From an optimization exercise on the open Yosys and OpenROAD flow, aimed at small area; shortcuts taken in it are not production practice. The RTL of this run was laid out without a check of its function.

## design/flow/design.v

```verilog
package pe_pkg;
    typedef logic signed [8-1:0] pe_word_t;
    typedef logic signed [8-1:0] pe_coord_t;
    typedef logic [4*8-1:0] pe_word_vec_t;
    typedef logic [4*8-1:0] pe_coord_vec_t;
    typedef logic [4*4*8-1:0] pe_word_grid_t;
    typedef logic [4*4*8-1:0] pe_coord_grid_t;
    typedef enum logic [1:0] {
        PE_IDLE,
        PE_LOAD_WEIGHT,
        PE_LOAD_FEATURE
    } pe_state_e;
endpackage
`timescale 1ns/100ps
module pe_fa (
    input  logic a,
    input  logic b,
    input  logic c,
    output logic s,
    output logic co
);
    assign s  = a ^ b ^ c;
    assign co = (a & b) | (a & c) | (b & c);
endmodule
module pe_ha (
    input  logic a,
    input  logic b,
    output logic s,
    output logic co
);
    assign s  = a ^ b;
    assign co = a & b;
endmodule
module pe_sub (
    input  logic [7:0] nr,
    input  logic [7:0] w,
    input  logic       nv,
    output logic [7:0] y
);
    logic [7:0] ns;
    logic [7:0] nc;
    assign ns[0] = nr[0] ^ w[0];
    assign nc[1] = nr[0] & w[0];
    for (genvar i = 1; i < 7; i++) begin : g_bit
        pe_fa u_fa (.a(nr[i]), .b(w[i]), .c(nc[i]), .s(ns[i]), .co(nc[i+1]));
    end
    assign ns[7] = nr[7] ^ w[7] ^ nc[7];
    assign nc[0] = 1'b0;
    assign y = ~(ns | {8{nv}});
endmodule
`timescale 1ns/100ps
module pe_unit (
    input  logic                   clk,
    input  logic                   rst,
    input  logic                   in_valid,
    input  logic [7:0]             weight_value,
    input  logic [7:0]             weight_row,
    input  logic [7:0]             weight_col,
    input  logic [31:0]            feature_value,
    input  logic [31:0]            feature_row,
    input  logic [31:0]            feature_col,
    input  logic [15:0]            in_channel,
    input  logic [15:0]            frame_len,
    output logic                   out_valid,
    output logic [127:0]           data_out,
    output logic [127:0]           data_out_row,
    output logic [127:0]           data_out_col,
    output logic [15:0]            out_channel
);
    logic [15:0] rem;
    logic [2:0]  cnt;       
    logic        first;
    logic [2:0]  idx;
    assign first = (rem == 16'd0);
    assign idx   = first ? 3'd0 : cnt;
    always_ff @(posedge clk or posedge rst) begin
        if (rst) begin
            rem <= '0;
            cnt <= '0;
        end else if (in_valid) begin
            rem <= (first ? frame_len : rem) - 16'd1;
            cnt <= (idx == 3'd4) ? 3'd4 : idx + 3'd1;
        end
    end
    logic        v1, v2;
    logic        emit1, emit2;
    logic        load1, load2;
    logic [1:0]  slot1, slot2;
    logic [7:0]  wv1, wr1, wc1, wr2, wc2;
    logic [31:0] fv1, fr1, fc1, fv2, fr2, fc2;
    logic [15:0] ch1, ch2;
    always_ff @(posedge clk or posedge rst) begin
        if (rst) begin
            v1 <= 1'b0;
            v2 <= 1'b0;
        end else begin
            v1 <= in_valid;
            v2 <= v1;
        end
    end
    always_ff @(posedge clk) begin
        emit1 <= idx[2] | (idx[1] & idx[0]);
        load1 <= ~idx[2];
        slot1 <= idx[1:0];
        wv1 <= weight_value;
        wr1 <= weight_row;
        wc1 <= weight_col;
        fv1 <= feature_value;
        fr1 <= ~feature_row;     
        fc1 <= ~feature_col;
        ch1 <= in_channel;
        emit2 <= emit1;
        load2 <= load1;
        slot2 <= slot1;
        wr2 <= wr1;
        wc2 <= wc1;
        fv2 <= fv1;
        fr2 <= fr1;
        fc2 <= fc1;
        ch2 <= ch1;
    end
    logic [31:0] w_v;
    for (genvar s = 0; s < 4; s++) begin : g_wvslot
        always_ff @(posedge clk) begin
            if (v1 && load1 && slot1 == 2'(s)) begin
                w_v[8*s +: 8] <= wv1;
            end
        end
    end
    logic [31:0] w_r, w_c;
    for (genvar s = 0; s < 4; s++) begin : g_wslot
        always_ff @(posedge clk) begin
            if (v2 && load2 && slot2 == 2'(s)) begin
                w_r[8*s +: 8] <= wr2;
                w_c[8*s +: 8] <= wc2;
            end
        end
    end
    logic [95:0]  win_v;
    logic [127:0] win_r, win_c;
    always_ff @(posedge clk) begin
        if (v2) begin
            win_v <= {win_v[63:0], fv2};
            win_r <= {win_r[95:0], fr2};
            win_c <= {win_c[95:0], fc2};
        end
    end
    logic [127:0] prod_d, prod_q;
    for (genvar i = 0; i < 4; i++) begin : g_pslot
        logic [8:0] ax;
        logic [3:0] bone, btwo, bneg;
        assign ax = {w_v[8*i +: 8], 1'b0};
        for (genvar k = 0; k < 4; k++) begin : g_dig
            assign bone[k] = ax[2*k+1] ^ ax[2*k];
            assign btwo[k] = (ax[2*k+2] & ~ax[2*k+1] & ~ax[2*k]) |
                             (~ax[2*k+2] & ax[2*k+1] & ax[2*k]);
            assign bneg[k] = ax[2*k+2] & ~(ax[2*k+1] & ax[2*k]);
        end
        for (genvar j = 0; j < 4; j++) begin : g_plane
            logic [7:0] b;
            if (i == 0) begin : g_new
                assign b = fv2[8*j +: 8];
            end else begin : g_old
                assign b = win_v[32*(i-1) + 8*j +: 8];
            end
            logic [7:0] q;
            logic [3:0] one, two, neg;
            assign one = bone;
            assign two = btwo;
            assign neg = bneg;
            assign prod_d[8*(4*i+j) +: 8] = q;
                wire x1 = b[0] ^ neg[0];
                wire x2 = b[1] ^ neg[0];
                wire x3 = b[2] ^ neg[0];
                wire x4 = b[3] ^ neg[0];
                wire x5 = b[4] ^ neg[0];
                wire x6 = b[5] ^ neg[0];
                wire x7 = b[6] ^ neg[0];
                wire x8 = b[7] ^ neg[0];
                wire p9 = ~((one[0] & x1) | (two[0] & neg[0]));
                wire p10 = ~((one[0] & x2) | (two[0] & x1));
                wire p11 = ~((one[0] & x3) | (two[0] & x2));
                wire p12 = ~((one[0] & x4) | (two[0] & x3));
                wire p13 = ~((one[0] & x5) | (two[0] & x4));
                wire p14 = ~((one[0] & x6) | (two[0] & x5));
                wire p15 = ~((one[0] & x7) | (two[0] & x6));
                wire p16 = ~((one[0] & x8) | (two[0] & x7));
                wire p17 = (one[0] | two[0]) & x8;
                wire x18 = b[0] ^ neg[1];
                wire x19 = b[1] ^ neg[1];
                wire x20 = b[2] ^ neg[1];
                wire x21 = b[3] ^ neg[1];
                wire x22 = b[4] ^ neg[1];
                wire x23 = b[5] ^ neg[1];
                wire x24 = b[6] ^ neg[1];
                wire x25 = b[7] ^ neg[1];
                wire p26 = ~((one[1] & x18) | (two[1] & neg[1]));
                wire p27 = ~((one[1] & x19) | (two[1] & x18));
                wire p28 = ~((one[1] & x20) | (two[1] & x19));
                wire p29 = ~((one[1] & x21) | (two[1] & x20));
                wire p30 = ~((one[1] & x22) | (two[1] & x21));
                wire p31 = ~((one[1] & x23) | (two[1] & x22));
                wire p32 = ~((one[1] & x24) | (two[1] & x23));
                wire p33 = ~((one[1] & x25) | (two[1] & x24));
                wire p34 = (one[1] | two[1]) & x25;
                wire x35 = b[0] ^ neg[2];
                wire x36 = b[1] ^ neg[2];
                wire x37 = b[2] ^ neg[2];
                wire x38 = b[3] ^ neg[2];
                wire x39 = b[4] ^ neg[2];
                wire x40 = b[5] ^ neg[2];
                wire x41 = b[6] ^ neg[2];
                wire x42 = b[7] ^ neg[2];
                wire p43 = ~((one[2] & x35) | (two[2] & neg[2]));
                wire p44 = ~((one[2] & x36) | (two[2] & x35));
                wire p45 = ~((one[2] & x37) | (two[2] & x36));
                wire p46 = ~((one[2] & x38) | (two[2] & x37));
                wire p47 = ~((one[2] & x39) | (two[2] & x38));
                wire p48 = ~((one[2] & x40) | (two[2] & x39));
                wire p49 = ~((one[2] & x41) | (two[2] & x40));
                wire p50 = ~((one[2] & x42) | (two[2] & x41));
                wire x51 = b[0] ^ neg[3];
                wire x52 = b[1] ^ neg[3];
                wire x53 = b[2] ^ neg[3];
                wire x54 = b[3] ^ neg[3];
                wire x55 = b[4] ^ neg[3];
                wire x56 = b[5] ^ neg[3];
                wire p57 = ~((one[3] & x51) | (two[3] & neg[3]));
                wire p58 = ~((one[3] & x52) | (two[3] & x51));
                wire p59 = ~((one[3] & x53) | (two[3] & x52));
                wire p60 = ~((one[3] & x54) | (two[3] & x53));
                wire p61 = ~((one[3] & x55) | (two[3] & x54));
                wire p62 = ~((one[3] & x56) | (two[3] & x55));
                wire c63 = ~(~neg[0] | p9);
                wire c64 = c63 & ~p10;
                logic s65, c66;
                pe_fa u_s65 (.a(~neg[1]), .b(p11), .c(p26), .s(s65), .co(c66));
                wire c67 = c64 & ~s65;
                logic s68, c69;
                pe_fa u_s68 (.a(p12), .b(p27), .c(c66), .s(s68), .co(c69));
                wire c70 = c67 & ~s68;
                logic s71, c72;
                pe_fa u_s71 (.a(~neg[2]), .b(p13), .c(p28), .s(s71), .co(c72));
                logic s73, c74;
                pe_fa u_s73 (.a(p43), .b(s71), .c(c69), .s(s73), .co(c74));
                logic s75, n76;
                pe_ha u_s75 (.a(c70), .b(s73), .s(s75), .co(n76));
                wire c77 = ~(s75 & c70);
                logic s78, c79;
                pe_fa u_s78 (.a(p14), .b(p29), .c(p44), .s(s78), .co(c79));
                logic s80, c81;
                pe_fa u_s80 (.a(c72), .b(s78), .c(c74), .s(s80), .co(c81));
                logic s82, n83;
                pe_ha u_s82 (.a(c77), .b(s80), .s(s82), .co(n83));
                wire c84 = ~(n83 | s82);
                logic s85, c86;
                pe_fa u_s85 (.a(~neg[3]), .b(p15), .c(p30), .s(s85), .co(c86));
                logic s87, c88;
                pe_fa u_s87 (.a(p45), .b(p57), .c(c79), .s(s87), .co(c88));
                logic s89, c90;
                pe_fa u_s89 (.a(s85), .b(s87), .c(c81), .s(s89), .co(c90));
                logic s91, n92;
                pe_ha u_s91 (.a(c84), .b(s89), .s(s91), .co(n92));
                wire c93 = ~(s91 & c84);
                logic s94, c95;
                pe_fa u_s94 (.a(p16), .b(p31), .c(p46), .s(s94), .co(c95));
                logic s96, c97;
                pe_fa u_s96 (.a(p58), .b(c86), .c(s94), .s(s96), .co(c97));
                logic s98, c99;
                pe_fa u_s98 (.a(c88), .b(s96), .c(c90), .s(s98), .co(c99));
                logic s100, n101;
                pe_ha u_s100 (.a(c93), .b(s98), .s(s100), .co(n101));
                wire c102 = ~(n101 | s100);
                logic s103, c104;
                pe_fa u_s103 (.a(p17), .b(p32), .c(p47), .s(s103), .co(c104));
                logic s105, c106;
                pe_fa u_s105 (.a(p59), .b(c95), .c(s103), .s(s105), .co(c106));
                logic s107, c108;
                pe_fa u_s107 (.a(c97), .b(s105), .c(c99), .s(s107), .co(c108));
                logic s109, n110;
                pe_ha u_s109 (.a(c102), .b(s107), .s(s109), .co(n110));
                wire c111 = ~(n110 | s109);
                logic s112, c113;
                pe_fa u_s112 (.a(p33), .b(p48), .c(p60), .s(s112), .co(c113));
                logic s114, c115;
                pe_fa u_s114 (.a(c104), .b(s112), .c(c106), .s(s114), .co(c115));
                logic s116, c117;
                pe_fa u_s116 (.a(s114), .b(c108), .c(c111), .s(s116), .co(c117));
                logic s118, n119;
                pe_ha u_s118 (.a(c102), .b(s116), .s(s118), .co(n119));
                wire c120 = ~(s118 & c102);
                logic s121, c122;
                pe_fa u_s121 (.a(p34), .b(p49), .c(p61), .s(s121), .co(c122));
                logic s123, c124;
                pe_fa u_s123 (.a(c113), .b(s121), .c(c115), .s(s123), .co(c124));
                logic s125, c126;
                pe_fa u_s125 (.a(s123), .b(c117), .c(c120), .s(s125), .co(c126));
                logic s127, n128;
                pe_ha u_s127 (.a(c111), .b(s125), .s(s127), .co(n128));
                wire c129 = ~(s127 & c111);
                wire s130 = p50 ^ p62 ^ c122;
                wire s131 = s130 ^ c124 ^ c126;
                wire s132 = c129 ^ s131;
                assign q[0] = s75;
                assign q[1] = s82;
                assign q[2] = s91;
                assign q[3] = s100;
                assign q[4] = s109;
                assign q[5] = s118;
                assign q[6] = s127;
                assign q[7] = s132;
        end
    end
    always_ff @(posedge clk) begin
        prod_q <= prod_d;
    end
    always_ff @(posedge clk or posedge rst) begin
        if (rst) begin
            out_valid   <= 1'b0;
            out_channel <= '0;
        end else begin
            out_valid <= v2 & emit2;
            if (v2 & emit2) out_channel <= ch2;
        end
    end
    logic nov;
    assign nov = ~out_valid;
    for (genvar k = 0; k < 128; k++) begin : g_dbit
        if (8'b00011010 >> (k % 8) & 1) begin : g_true
            assign data_out[k] = prod_q[k] & out_valid;
        end else begin : g_inv
            assign data_out[k] = ~(prod_q[k] | nov);
        end
    end
    for (genvar i = 0; i < 4; i++) begin : g_slot
        for (genvar j = 0; j < 4; j++) begin : g_lane
            pe_sub u_row (
                .nr (win_r[32*i + 8*j +: 8]),
                .w  (w_r[8*i +: 8]),
                .nv (nov),
                .y  (data_out_row[8*(4*i+j) +: 8])
            );
            pe_sub u_col (
                .nr (win_c[32*i + 8*j +: 8]),
                .w  (w_c[8*i +: 8]),
                .nv (nov),
                .y  (data_out_col[8*(4*i+j) +: 8])
            );
        end
    end
endmodule
```

## design/flow/flow/run.sh

```bash
#!/bin/bash
# The standard layout (standard.sh), with two changes that only save cells:
# every port buffer is made from the smallest buffer cell instead of the one
# buffer_ports picks by default, and clock tree synthesis adds no dummy loads.
set -o pipefail
export BUFFER_PORTS_ARGS="-buffer_cell sky130_fd_sc_hd__buf_1"
export CTS_ARGS="-sink_clustering_enable -repair_clock_nets -dont_use_dummy_load -sink_clustering_size 30 -sink_clustering_max_diameter 100"
cp standard.sh standard.sh.txt
bash standard.sh > standard.log 2>&1
```

## design/flow/config.mk

```make
export PLATFORM = sky130hd
export DESIGN_NAME = pe_unit
export DESIGN_NICKNAME = pe_unit
export VERILOG_FILES = /design/flow/design.v
export SDC_FILE = /design/flow/constraint.sdc
export NUM_CORES = 4
export LEC_CHECK = 0
export CAP_MARGIN = 20
export CORE_MARGIN = 2
export CORE_UTILIZATION = 55
export PLACE_DENSITY = 0.65
export SLEW_MARGIN = 20
export SYNTH_HIERARCHICAL = 1
export SYNTH_MINIMUM_KEEP_SIZE = 0
```

## design/flow/constraint.sdc

```tcl
create_clock -name core_clock -period 6.0 [get_ports {clk}]
set_input_delay 1.2000 -clock core_clock [delete_from_list [all_inputs] [get_ports {clk}]]
set_output_delay 1.2000 -clock core_clock [all_outputs]
set_load 0.01 [all_outputs]
```

## design/flow/standard.sh

```bash
#!/bin/bash
# synth_recipe.tcl (not shown) runs the flow's synth.tcl, then flattens the netlist and writes it again
# the make line also repeats each setting of config.mk as NAME=value (left out here)
make -C /OpenROAD-flow-scripts/flow DESIGN_CONFIG=/design/flow/config.mk WORK_HOME=/design/flow/orfs CLKGATE_MAP_FILE= SYNTH_SCRIPT=/design/flow/synth_recipe.tcl "${@:-finish}"
```

==> metrics.md <==
| Metric | Value |
|---|---|
| Worst R2R End | `prod_q[87]$_DFF_P_` |
| Blocking Checks | `negative setup slack` |
| Drt drc | `0` |
| Layout Utilization | `0.688` |
| Ports | `556` |
| Mux cell area share after synthesis | `0.00793` |
| Crit-path max FO | `6` |
| Post-synthesis sequential area ratio | `0.452` |
| Row Count | `110` |
| Compound-Gate Fraction of Synth Area | `0.0700` |
| Setup crit end | `prod_q[87]$_DFF_P_` |
| CTS tree | `built` |
| Most used DFF post-synth | `edfxtp_1` |
| CP Depth | `22` |
| Finished layout cell area | `61700 um^2` |
| Clock transition at path regs | `0.11 ns` |
| Crit start category | `register` |
| Ys async rst share | `0.0429` |
| Setup TNS | `-5.43 ns` |
| Die ar. | `92500 um^2` |
| WL/cell | `21.7 um` |
| Status | `complete, but fails checks` |
| Crit-path slowest cell | `fa_1` |
| Simple-gate portion of the synthesized area | `0.0790` |
| Synth Warn # | `7` |
| Syn Nets | `4707` |
| Post-Syn Area | `49600 um^2` |
| Final worst-path cycle share | `1.06` |
| Routed WL | `130000 um` |
| R2R Setup Slk | `-0.37 ns` |
| Post-Synth XOR/XNOR Area | `0.109` |
| Final net count | `5635` |
| Area grow syn2layout | `24.4%` |
| Grt total ovfl | `0` |
| Worst-path cell chain | `ha_2 -> nand2b_4 -> buf_12 -> buf_16 -> xnor2_4 -> a22oi_2 -> fa_1 -> fa_2 -> fa_2 -> fa_2 -> fa_2 -> fa_1 -> ha_4 -> nor2_4 -> fa_1 -> ha_1 -> nand2_2 -> fa_1 -> ha_1 -> nand2_2 -> xnor2_2 -> xnor2_1` |
| Routed Antenna Nets | `0` |
| Max-cap violations | `0` |
| # port buffers | `555` |
| Skew-Pair Late Insertion Delay | `0.64 ns` |
| Vias per cell | `5.45` |
| Cts hold-fix bufs | `0` |
| Pins Over Slew Limit | `0` |
| Final count of hold timing violations | `0` |
| Root buffer cell | `clkbuf_16` |
| Placed insts | `5758` |
| Post-synthesis adder-cell area fraction | `0.254` |
| Vias in the first global route | `33300` |
| F_max | `157 MHz` |
| Fin Hold WS | `0.332 ns` |
| RR Startpoint | `w_v[17]$_DFFE_PP_` |
| First-pass DRT Iterations | `5` |
| # H-tree levels | `2` |
| EDFF count, synth | `448` |
| CP max stage delay | `0.52 ns` |
| Pre-CTS WS | `-0.573 ns` |
| Core area | `89600 um^2` |
| Die X | `304 um` |
| Number of distinct library cells after synthesis | `64` |
| Final worst slack | `-0.370 ns` |
| Initial Util | `0.553` |
| Number of buffers and inverters on the critical path | `2` |
| Overall Global Routing Usage | `0.276` |
| WP data arrival | `6.84 ns` |
| Worst-margin pin slew | `0.948 ns` |
| Die Y | `304 um` |
| Setup Viol. Count Final | `28` |
| Initial antenna violation count | `12` |
| Drt initial violations | `2333` |
| Largest family of logic cells by synthesized area | `adder cells` |
| CP required | `6.47 ns` |
| Hold Path Class | `register to register` |
| Setup crit start | `w_v[17]$_DFFE_PP_` |
| Routability Congestion | `0.926` |
| Largest net degree at the start of global routing | `164` |
| Period minus WS final | `6.37 ns` |
| Area after DPL | `56400 um^2` |
| CTS Buf Count | `40` |
| Post-Route Skew | `0.0723 ns` |
| Post-Synthesis Cells | `3864` |
| First-pass GRT wire length | `196000 um` |
| RSZ-0062 raised after global routing | `true` |
| Vias | `32600` |
| Clk buf depth | `3` |
| Critical Path Sink Type | `register` |
| Fin cells | `5974` |
| Cell count of the worst reg-to-reg path | `22` |
| #FFs+latches synth | `886` |
| CTS Sinks | `886` |
| CP delay by family, top | `adder cells` |
| Crit Path Category | `register to register` |
| Max-slew headroom | `0.364` |
| Mean Syn Cell Area | `12.8 um^2` |
| Fraction of layout cells with a size suffix above 1 | `0.242` |
| Hpwl dp | `98100 um` |
## Yosys stat by module, one instance, submodules excluded
module | flops+latches | times used | cell area, um^2 | cells inside
pe_ha | 0 | 112 | 12.5 | 1
pe_sub | 0 | 32 | 70.1 | 11
pe_unit | 886 | 1 | 35400 | 2872
pe_fa | 0 | 528 | 20.0 | 1
## worst reg2reg max path, cell delays in order, from the launching register on
cell	delay (ns)
edfxtp_1	0.43
ha_2	0.20
nand2b_4	0.22
buf_12	0.19
buf_16	0.15
xnor2_4	0.18
a22oi_2	0.11
fa_1	0.52
fa_2	0.39
fa_2	0.36
fa_2	0.35
fa_2	0.34
fa_1	0.49
ha_4	0.31
nor2_4	0.04
fa_1	0.45
ha_1	0.34
nand2_2	0.07
fa_1	0.45
ha_1	0.32
nand2_2	0.07
xnor2_2	0.14
xnor2_1	0.12
## sequential cells by signal, indices dropped and copies added (netlist names), 32 cells and up
register and flops:
prod_q 128, w_r 32, fv1 32, w_v 32, fr1 32, fc2 32
win_c 128, win_r 128, w_c 32, win_v 96, fr2 32, fc1 32
fv2 32
## Yosys cell counts, types with 6 or more instances
library cell  number  share of area
fa_1             528           0.21
edfxtp_1         448           0.27
nor2_1           429          0.032
dfxtp_1          400           0.16
xnor2_1          304          0.054
a22oi_1          289          0.044
clkbuf_1         269          0.020
xor2_1           224          0.040
a21oi_1          185          0.019
ha_1             160          0.040
nor3b_1           97          0.015
nand2_1           83         0.0063
inv_1             78         0.0059
and2_1            52         0.0066
dfrtp_1           38          0.019
mux2_2            34         0.0077
nor2b_1           33         0.0042
xor3_1            32          0.015
o21ai_0           24         0.0024
buf_2             20         0.0020
nand2b_1          20         0.0025
or4b_2            16         0.0032
nand3b_1          14         0.0021
nor3_1            13         0.0013
nand3_1            8        0.00081
nand4_1            6        0.00076
or3_1              6        0.00076
## logic make-up (layout without fill, tap and decap cells)
group,count (synthesis),in the layout
AOI/OAI and AO/OA,528,528
xor gates and xnor gates,560,560
adders and majority gates,688,688
buffers and inverters,371,1296
DFF,886,886
muxes,35,35
other,0,8
and+or+nand+nor,796,797
## cell usage in the layout (no fill, tap or decap), types with 23 or more instances in the layout
master	Yosys	routed
mux2_2	34	34
a21oi_1	185	152
ha_4	0	92
fa_1	528	431
clkbuf_16	0	41
nor2_4	1	49
ha_1	160	64
and2_1	52	52
buf_6	0	39
xnor2_4	0	28
nand2_4	0	27
xnor2_1	304	246
buf_4	0	550
xnor2_2	0	30
nor3b_1	97	97
nand2_1	83	33
xor3_1	32	32
buf_1	3	555
nand2_2	0	23
buf_12	0	27
dfxtp_1	400	400
xor2_1	224	224
nor2b_1	33	25
a22oi_1	289	266
a22oi_2	0	23
dfrtp_1	38	36
inv_1	78	77
edfxtp_1	448	448
nor2_1	429	379
fa_2	0	97
## final cells by class
class                           count  area, um^2
Inverter                           79         304
Timing Repair Buffer             1177        7340
Tap cell                         1176        1470
Clock buffer                       40        1000
Sequential cell                   886       22400
Antenna cell                        8        20.0
Fill cell                        6551       27900
Multi-Input combinational cell   2608       29100
## metal layers
layer,share of wire,wire [um],global-route usage
met4,0.027,3550,0.0737
met5,0.00026,34,0
met2,0.50,64300,0.466
met1,0.43,55100,0.385
met3,0.050,6540,0.0288
## worst min path at each step
stage / start / depth (start not counted) / endpoint
after floorplan: ch1[0]$_DFF_P_ / 0 / ch2[0]$_DFF_P_
after global placement: fr1[3]$_DFF_P_ / 0 / fr2[3]$_DFF_P_
after detailed placement: fr1[15]$_DFF_P_ / 0 / fr2[15]$_DFF_P_
after CTS: fc1[25]$_DFF_P_ / 0 / fc2[25]$_DFF_P_
after global routing: ch1[13]$_DFF_P_ / 0 / ch2[13]$_DFF_P_
final: fc1[25]$_DFF_P_ / 0 / fc2[25]$_DFF_P_
## timing repair
item | in CTS | in global routing
endpoints found under the setup margin | 32 | 32
setup buffers | 138 | 42
cloned | 2 | 1
pin swaps | 292 | 185
resized for setup | 303 | 150

-- what the ideal ports hide --
How much do the figures lean on ideal ports? The routed layout below was timed once more, with nothing changed but the port constraints.
Step 1: set_driving_cell puts a clkbuf_16 on clk and a buf_2 on each other input, an assumption about the parent block.
Step 2 times the ports against the registers' clock, not the clock port: input delays grow and output delays shrink by t, the midpoint of the rising clock arrivals with the driver on.
Three values: ideal ports, drivers, drivers and shift; two values: the first two.
t, ns: 0.671
setup slack, ns: -0.370 / -0.370 / -0.370
worst setup path after step 2: register to register
worst slew at a driven data input, ns: 0.12
pins driven straight from the clock port: 1
For this run, drivers alone change the setup slack by 0.000 ns; drivers and shift together by 0.000 ns.
